This design comes from an exercise in tuning for small area, a short achievable clock period and few clock cycles per item on the open sky130 flow, not from production work. In this exercise RTL edits were held to simulation tests only and were not proved equivalent to the original. No activity file was given, so power comes from the tool's default toggle rates.

## frame_bitmap_allocator_core
module frame_bitmap_allocator_core #(
    parameter int NUM_FRAMES = 1024,
    parameter int WORD_BITS  = 32
) (
    input  logic             i_clk,
    input  logic             i_rst_n,
    input  logic             i_cfg_we,
    input  logic [fba_pkg::CFG_W-1:0] i_cfg_wdata,
    input  logic               i_req_valid,
    output logic               o_req_ready,
    input  logic [fba_pkg::REQ_W-1:0]   i_req_type,
    input  logic [fba_pkg::FRAME_W-1:0] i_req_frame_index,
    input  logic               i_req_user_page,
    input  logic               i_req_writable_page,
    output logic               o_rsp_valid,
    input  logic               i_rsp_ready,
    output logic [fba_pkg::STATUS_W-1:0] o_rsp_status,
    output logic [fba_pkg::FRAME_W-1:0] o_rsp_frame_out,
    output logic               o_rsp_bit_is_set,
    output logic               o_rsp_entry_present,
    output logic               o_rsp_entry_writable,
    output logic               o_rsp_entry_user
);
    localparam int NR = 32;
    localparam int NC = 32;
    logic [NC-1:0]  r_bits [NR];
    logic [NR-1:0]  r_wr_row;
    logic [NC-1:0]  r_wr_data;
    logic [NR-1:0]  r_full;
    logic [NR-1:0]  r_ptr;
    logic [NR-1:0]  r_nxt;
    logic [NC-1:0]  r_cur;
    logic           r_p_ok;        
    logic           r_p_bnd;       
    logic [fba_pkg::CFG_W-1:0] r_frame_count;
    logic           r_q_valid;
    logic [1:0]     r_q_type;
    logic [NR-1:0]  r_q_rsel;      
    logic [4:0]     r_q_cidx;      
    logic           r_q_zero;      
    logic           r_q_alloc0;    
    logic           r_q_free1;     
    logic           r_q_user;
    logic           r_q_wr;
    fba_pkg::t_rsp  r_out;
    logic           r_out_valid;
    fba_pkg::t_rsp  r_r2;
    logic           r_r2_valid;
    logic           r_ready;
    function automatic logic [31:0] prefix_or(input logic [31:0] v);
        logic [31:0] p;
        p = v;
        for (int k = 1; k < 32; k = k * 2) begin
            for (int i = 0; i < 32; i++) begin
                if (((i / k) % 2) == 1) p[i] = p[i] | p[(i / k) * k - 1];
            end
        end
        prefix_or = p;
    endfunction
    function automatic logic [31:0] first_zero(input logic [31:0] v);
        logic [31:0] z;
        z = ~v;
        first_zero = z & ~{prefix_or(z), 1'b0};
    endfunction
  ...
export LEC_CHECK = 0
export CAP_MARGIN = 20
export CORE_MARGIN = 2
export CORE_UTILIZATION = 40
export PLACE_DENSITY = 0.75
export SETUP_SLACK_MARGIN = 5
export SLEW_MARGIN = 20
create_clock -name core_clock -period 10.0 [get_ports {i_clk}]
standard.sh (not shown) runs the stock make flow with config.mk's settings and CLKGATE_MAP_FILE= SYNTH_SCRIPT=/design/flow/synth_recipe.tcl, a recipe that flattens the netlist after the stock synthesis.
==> flow/flow/run.sh <==
#!/bin/bash
set -euo pipefail
grep -q 'SETUP_SLACK_MARGIN=5' standard.sh
sed "s/SETUP_SLACK_MARGIN=5/SETUP_SLACK_MARGIN=6.5 'CTS_ARGS=-sink_clustering_enable -repair_clock_nets -sink_clustering_size 40 -sink_clustering_max_diameter 60 -dont_use_dummy_load'/" standard.sh > standard_tuned.sh
grep -q 'dont_use_dummy_load' standard_tuned.sh
bash standard_tuned.sh > flow_make.log 2>&1
test -s out/final.def
The first run finished clean.
Testbench counts at the start, summed over its fixed seeds: cycles 24,032, items 24,000.
==> next run, changes <==
==> flow/flow/run.sh (replaced) <==
#!/bin/bash
set -euo pipefail
grep -q 'SETUP_SLACK_MARGIN=5' standard.sh
sed "s/SETUP_SLACK_MARGIN=5/SETUP_SLACK_MARGIN=6.8 'CTS_ARGS=-sink_clustering_enable -repair_clock_nets -sink_clustering_size 40 -sink_clustering_max_diameter 60 -dont_use_dummy_load'/" standard.sh > standard_tuned.sh
grep -q 'dont_use_dummy_load' standard_tuned.sh
bash standard_tuned.sh > flow_make.log 2>&1
test -s out/final.def
Effect: Design area climbs by 4.4%; sequential power is about the same; maximum frequency climbs by 5.1%; synthesized cell count does not change; via count climbs by 3.0%; worst setup slack is better by 0.17 ns; core utilization climbs by 1.9 points; sequential cell count stays the same; first-iteration DRC count climbs by 5.8%; critical path depth climbs by 3; clock skew drops by 0.0095 ns.

==> port drivers added, routing unchanged <==
The flow's constraints put no driver on any port. The routed layouts listed below were extracted and timed again, unchanged, in two steps. Step 1, drivers: a clkbuf_16 drives i_clk and a buf_2 each remaining input, both assumed. Step 2 adds t to the input delays and takes it off the output delays; t is the mean of the earliest and latest rising clock arrival at the registers after step 1. Input paths then give back, and output paths get back, about the clock's delay inside the block. a / b / c = ideal ports / drivers / drivers and shift; a / b = the first two.
run | shift t [ns] | slack for setup (ns) | hold slack, ns | worst data-port slew with drivers (ns)
the first run | 0.769 | 6.507 / 6.507 / 5.807 | 0.491 / 0.491 / 0.491 | 0.07
the second run | 0.748 | 6.677 / 6.677 / 6.055 | 0.493 / 0.493 / 0.493 | 0.05
After both steps every run listed still meets setup and hold. The setup slack of the first run, which loses most, moves by 0.000 ns with the drivers and by -0.700 ns with both steps.
